From an optimization exercise on the open Yosys and OpenROAD flow, aimed at small area, a short achievable clock period and few clock cycles per item; shortcuts taken in it are not production practice. Only simulation tests tie the RTL to the original design; equivalence was not proved. No activity file was given, so power comes from the tool's default toggle rates.

// double_ended_queue_unit
module double_ended_queue_unit #(
  parameter int DEPTH = deq_pkg::DEQ_DEPTH,
  parameter int CNT_W = $clog2(DEPTH + 1)
) (
  input  logic                              clk,
  input  logic                              rst_n,
  input  logic                              in_valid,
  output logic                              in_ready,
  input  logic [1:0]                        in_func,
  input  logic signed [deq_pkg::WORD_W-1:0] in_value,
  output logic                              out_valid,
  input  logic                              out_ready,
  output logic signed [deq_pkg::WORD_W-1:0] out_popped,
  output logic [1:0]                        out_status,
  output logic [CNT_W-1:0]                  out_occupancy
);
  localparam int PTR_W = DEPTH / 2;   
  localparam int W     = deq_pkg::WORD_W;
  logic [CNT_W-1:0] cnt_r;
  logic             full_r, empty_r;
  logic [PTR_W-1:0] hd_r, bk_r;
  logic [DEPTH-1:0] hd_oh, bk_oh;
  logic             a1_valid_r;
  logic [DEPTH-1:0] a1_sel_r;
  logic             a1_pe_r;
  logic [1:0]       a1_status_r;
  logic [CNT_W-1:0] a1_occ_r;
  logic             a2_valid_r, in_ready_r;
  logic             a2_rdf_r, a2_rdb_r, a2_pe_r;
  logic [1:0]       a2_status_r;
  logic [CNT_W-1:0] a2_occ_r;
  logic             w_valid_r, w_blk_r, w_back_r;
  logic [W-1:0]     w_data_r;
  logic             out_valid_r;
  logic [W-1:0]     popped_r;
  logic [1:0]       status_r;
  logic [CNT_W-1:0] occ_r;
  logic             accept, push_ok, pop_f, pop_b;
  logic [DEPTH-1:0] new_sel, a2_sel;
  logic [1:0]       status_nxt;
  logic [CNT_W-1:0] occ_nxt;
  logic             out_free, a1_go, w_write;
  logic [W-1:0]     mem [DEPTH];
  logic [DEPTH-1:0] we;
  logic [W-1:0]     a1_word;
  assign in_ready = in_ready_r;
  assign accept   = in_valid && in_ready_r;   
  assign out_free = !out_valid_r || out_ready;
  assign a1_go    = out_free && a1_valid_r;
  assign push_ok  = accept && !in_func[1] && !full_r;
  assign pop_f    = accept && in_func[1] && !in_func[0] && !empty_r;
  assign pop_b    = accept && in_func[1] &&  in_func[0] && !empty_r;
  assign w_write  = w_valid_r && !w_blk_r;
  function automatic logic [DEPTH-1:0] jdec(input logic [PTR_W-1:0] j);
  ...
clock: 5.0 ns
lec_check: 0
cap_margin: 20
core_margin: 2
core_utilization: 65
cts_cluster_diameter: 60
cts_cluster_size: 25
place_density: 0.75
setup_slack_margin: 3.0
slew_margin: 20
standard.sh (not shown) runs the stock make flow with config.mk's settings and CLKGATE_MAP_FILE= SYNTH_SCRIPT=/design/flow/synth_recipe.tcl, a recipe that flattens the netlist after the stock synthesis.
==> flow/flow/run.sh <==
#!/bin/bash
# The standard layout (standard.sh, all ORFS steps), except that the port
# buffers are buf_2 cells instead of the cell buffer_ports picks by itself.
# make's output goes to standard.log; each ORFS step logs under orfs/logs/.
set -euo pipefail
export BUFFER_PORTS_ARGS="-buffer_cell sky130_fd_sc_hd__buf_2"
bash standard.sh > standard.log 2>&1
The first run completed without violations.
Testbench counts at the start, summed over its fixed seeds: cycles 24,016, items 24,000.
Edit:
Settings changed: CORE_UTILIZATION 65 to 40, PLACE_DENSITY 0.75 to default.
Global-route usage went down by 10 points; clock skew barely changes; via count went down by 1.3%; final area went up by 1.2%.

double_ended_queue_unit, a different RTL version from the one above (not shown whole).
For scale: roughly 1300 cells after synthesis, ~640 flip-flops, about 79 I/O pins.
// double_ended_queue_unit
module double_ended_queue_unit #(
  parameter int DEPTH = deq_pkg::DEQ_DEPTH,
  parameter int CNT_W = $clog2(DEPTH + 1)
) (
  input  logic                              clk,
  input  logic                              rst_n,
  input  logic                              in_valid,
  output logic                              in_ready,
  input  logic [1:0]                        in_func,
  input  logic signed [deq_pkg::WORD_W-1:0] in_value,
  output logic                              out_valid,
  input  logic                              out_ready,
  output logic signed [deq_pkg::WORD_W-1:0] out_popped,
  output logic [1:0]                        out_status,
  output logic [CNT_W-1:0]                  out_occupancy
);
Settings: LEC_CHECK=0, CAP_MARGIN=20, CORE_MARGIN=2, CORE_UTILIZATION=65, CTS_CLUSTER_DIAMETER=60, CTS_CLUSTER_SIZE=25, PLACE_DENSITY=0.75, SETUP_SLACK_MARGIN=2.85, SLEW_MARGIN=20; clock period 5.0 ns.
==> flow/flow/run.sh <==
#!/bin/bash
set -euo pipefail
export BUFFER_PORTS_ARGS="-buffer_cell sky130_fd_sc_hd__buf_2"
export CTS_ARGS="-sink_clustering_enable -repair_clock_nets -sink_clustering_size 25 -sink_clustering_max_diameter 60 -dont_use_dummy_load"
bash standard.sh > standard.log 2>&1
Testbench counts at the start, summed over its fixed seeds: cycles 24,016, items 24,000.
Change:
--- a/flow/config.mk
+++ b/flow/config.mk
@@ -13,3 +13,3 @@
 export PLACE_DENSITY = 0.75
-export SETUP_SLACK_MARGIN = 2.85
+export SETUP_SLACK_MARGIN = 3.0
 export SLEW_MARGIN = 20
What happened:
- register-to-register slack improved by 0.11 ns
- cell count rose by 1.5%
- worst setup slack gains 0.032 ns
- non-clock buffer count grows by 28
- sequential share of layout area drops by 1.0 points
- die area does not change
- global-route usage went down by 0.25 points
- via count rose by 0.77%
- routed wire length came out higher by 1.5%
- maximum frequency rises by 1.5%
- combinational power came out higher by about 3%
Change:
--- a/flow/config.mk
+++ b/flow/config.mk
@@ -9,7 +9,7 @@
 export CORE_MARGIN = 2
-export CORE_UTILIZATION = 65
+export CORE_UTILIZATION = 60
 export CTS_CLUSTER_DIAMETER = 60
 export CTS_CLUSTER_SIZE = 25
-export PLACE_DENSITY = 0.75
-export SETUP_SLACK_MARGIN = 3.0
+export PLACE_DENSITY = 0.7
+export SETUP_SLACK_MARGIN = 2.9
 export SLEW_MARGIN = 20
Outcome:
- maximum frequency fell by 2.2%
- routed wire length goes down by 3.1%
- non-clock buffer count drops by 25
- via count drops by 3.2%
- clock power grows by about 2%
- synthesized area stays the same
- power barely changes
- final area drops by 1.0%
- sequential power stays flat
- die area climbs by 8.2%
- synthesized cell count is unchanged
Change:
==> flow/flow/run.sh (replaced) <==
#!/bin/bash
set -euo pipefail
export BUFFER_PORTS_ARGS="-buffer_cell sky130_fd_sc_hd__buf_2"
export CTS_ARGS="-sink_clustering_enable -repair_clock_nets -sink_clustering_size 32 -sink_clustering_max_diameter 70 -dont_use_dummy_load"
bash standard.sh > standard.log 2>&1
--- a/flow/config.mk
+++ b/flow/config.mk
@@ -9,7 +9,7 @@
 export CORE_MARGIN = 2
-export CORE_UTILIZATION = 60
-export CTS_CLUSTER_DIAMETER = 60
-export CTS_CLUSTER_SIZE = 25
-export PLACE_DENSITY = 0.7
-export SETUP_SLACK_MARGIN = 2.9
+export CORE_UTILIZATION = 55
+export CTS_CLUSTER_DIAMETER = 70
+export CTS_CLUSTER_SIZE = 32
+export PLACE_DENSITY = 0.65
+export SETUP_SLACK_MARGIN = 3.0
 export SLEW_MARGIN = 20
The changed run completed without violations.
Cell area barely changes.
Total power falls by 2.5%.
Clock power falls by 9.4%.
Non-clock buffer count rises by 7.
Clock-buffer cell count falls by 6.
Hold slack is about the same.
Critical path depth does not change.

run 1:
double_ended_queue_unit with an RTL version that a note above also has.
For scale: ~1300 cells after synthesis.
==> flow/config.mk <==
export PLATFORM = sky130hd
export DESIGN_NAME = double_ended_queue_unit
export DESIGN_NICKNAME = double_ended_queue_unit
export VERILOG_FILES = /design/flow/design.v
export SDC_FILE = /design/flow/constraint.sdc
export NUM_CORES = 4
export LEC_CHECK = 0
export CAP_MARGIN = 20
export CORE_MARGIN = 2
export CORE_UTILIZATION = 65
export CTS_CLUSTER_DIAMETER = 60
export CTS_CLUSTER_SIZE = 25
export PLACE_DENSITY = 0.75
export SETUP_SLACK_MARGIN = 3.3
export SLEW_MARGIN = 20
==> flow/constraint.sdc <==
create_clock -name core_clock -period 5.0 [get_ports {clk}]
set_input_delay 1.0000 -clock core_clock [delete_from_list [all_inputs] [get_ports {clk}]]
set_output_delay 1.0000 -clock core_clock [all_outputs]
set_load 0.01 [all_outputs]
==> flow/flow/run.sh <==
#!/bin/bash
set -euo pipefail
export BUFFER_PORTS_ARGS="-buffer_cell sky130_fd_sc_hd__buf_2"
export CTS_ARGS="-sink_clustering_enable -repair_clock_nets -sink_clustering_size 25 -sink_clustering_max_diameter 60 -dont_use_dummy_load"
bash standard.sh > standard.log 2>&1
Run 1 completed end to end with timing, DRC and antenna clean.
Testbench counts of run 1, summed over its fixed seeds: cycles 24,016, items 24,000.
Edits applied to the flow inputs when going from run 1 to run 2:
- swapping 3.3 for 3.0 in SETUP_SLACK_MARGIN
[summary]
Run 2 vs run 1 on combined area of the multi-input logic cells: run 2 is the lower one. Run 2 reports its critical path launch point as popped_r[11]$_DFFE_PN_ while run 1 reports occ_r[3]$_DFFE_PN_. Summary of run 2 over run 1: routed wire length fell 22000 um; number of standard-cell rows in the floorplan held steady; total power after layout fell 4.1%. Sequential power essentially unchanged between run 1 and run 2. The run with more setup slack is run 2; run 1 has less.
Setup changes, run 2 to run 3
- CORE_UTILIZATION now 75, was 65
- PLACE_DENSITY now 0.85, was 0.75
==> comparison <==
Run 3 vs run 2: share of the cycle needed by the critical path after routing up in run 3. Critical path depth on run 3 is up relative to run 2. Run 3 reports its start point of the critical path as out_ready while run 2 reports popped_r[11]$_DFFE_PN_. Delta (run 3 minus run 2): largest fanout on the critical path grew by 9; total design power grew by 0.031 mW.

## port drivers added, routing unchanged
In the flow no input, the clock included, has a driving cell. The finished layouts below were timed again as built, in two steps. Step 1 assumes that a clkbuf_16 drives the clock port and a buf_2 every other input. Step 2, shift: input delay + t, output delay - t, t = (earliest + latest rising clock arrival at the registers) / 2. This alone moves slack from input paths to output paths. Slacks: ideal ports / drivers / drivers and shift; pairs: ideal ports / drivers.
| run | t, ns | setup slack, ns | hold WS [ns] | clock arrival spread, ns | pins driven straight from the clock port |
|---|---|---|---|---|---|
| the first run of note 1 | 0.619 | 2.878 / 2.824 / 2.462 | 0.429 / 0.429 / 0.429 | 0.039 / 0.039 | 1 |
| the second run of note 1 | 0.635 | 2.855 / 2.794 / 2.491 | 0.424 / 0.424 / 0.424 | 0.041 / 0.041 | 1 |
| the first run of note 2 | 0.587 | 2.861 / 2.812 / 2.483 | 0.428 / 0.428 / 0.428 | 0.048 / 0.048 | 1 |
| the second run of note 2 | 0.589 | 2.893 / 2.837 / 2.468 | 0.443 / 0.443 / 0.443 | 0.052 / 0.052 | 1 |
| the third run of note 2 | 0.591 | 2.846 / 2.791 / 2.483 | 0.390 / 0.390 / 0.390 | 0.042 / 0.042 | 1 |
| the fourth run of note 2 | 0.657 | 2.784 / 2.729 / 2.424 | 0.390 / 0.390 / 0.390 | 0.042 / 0.042 | 1 |
| run 1 | 0.603 | 2.857 / 2.801 / 2.517 | 0.437 / 0.437 / 0.437 | 0.078 / 0.078 | 1 |
| run 2 | 0.601 | 2.888 / 2.837 / 2.527 | 0.429 / 0.429 / 0.429 | 0.062 / 0.061 | 1 |
| run 3 | 0.592 | 2.743 / 2.775 / 2.183 | 0.432 / 0.432 / 0.432 | 0.049 / 0.050 | 1 |
After both steps setup and hold are still met in every run listed. The setup slack of run 3, which loses most, moves by +0.032 ns with the drivers and by -0.560 ns with both steps.
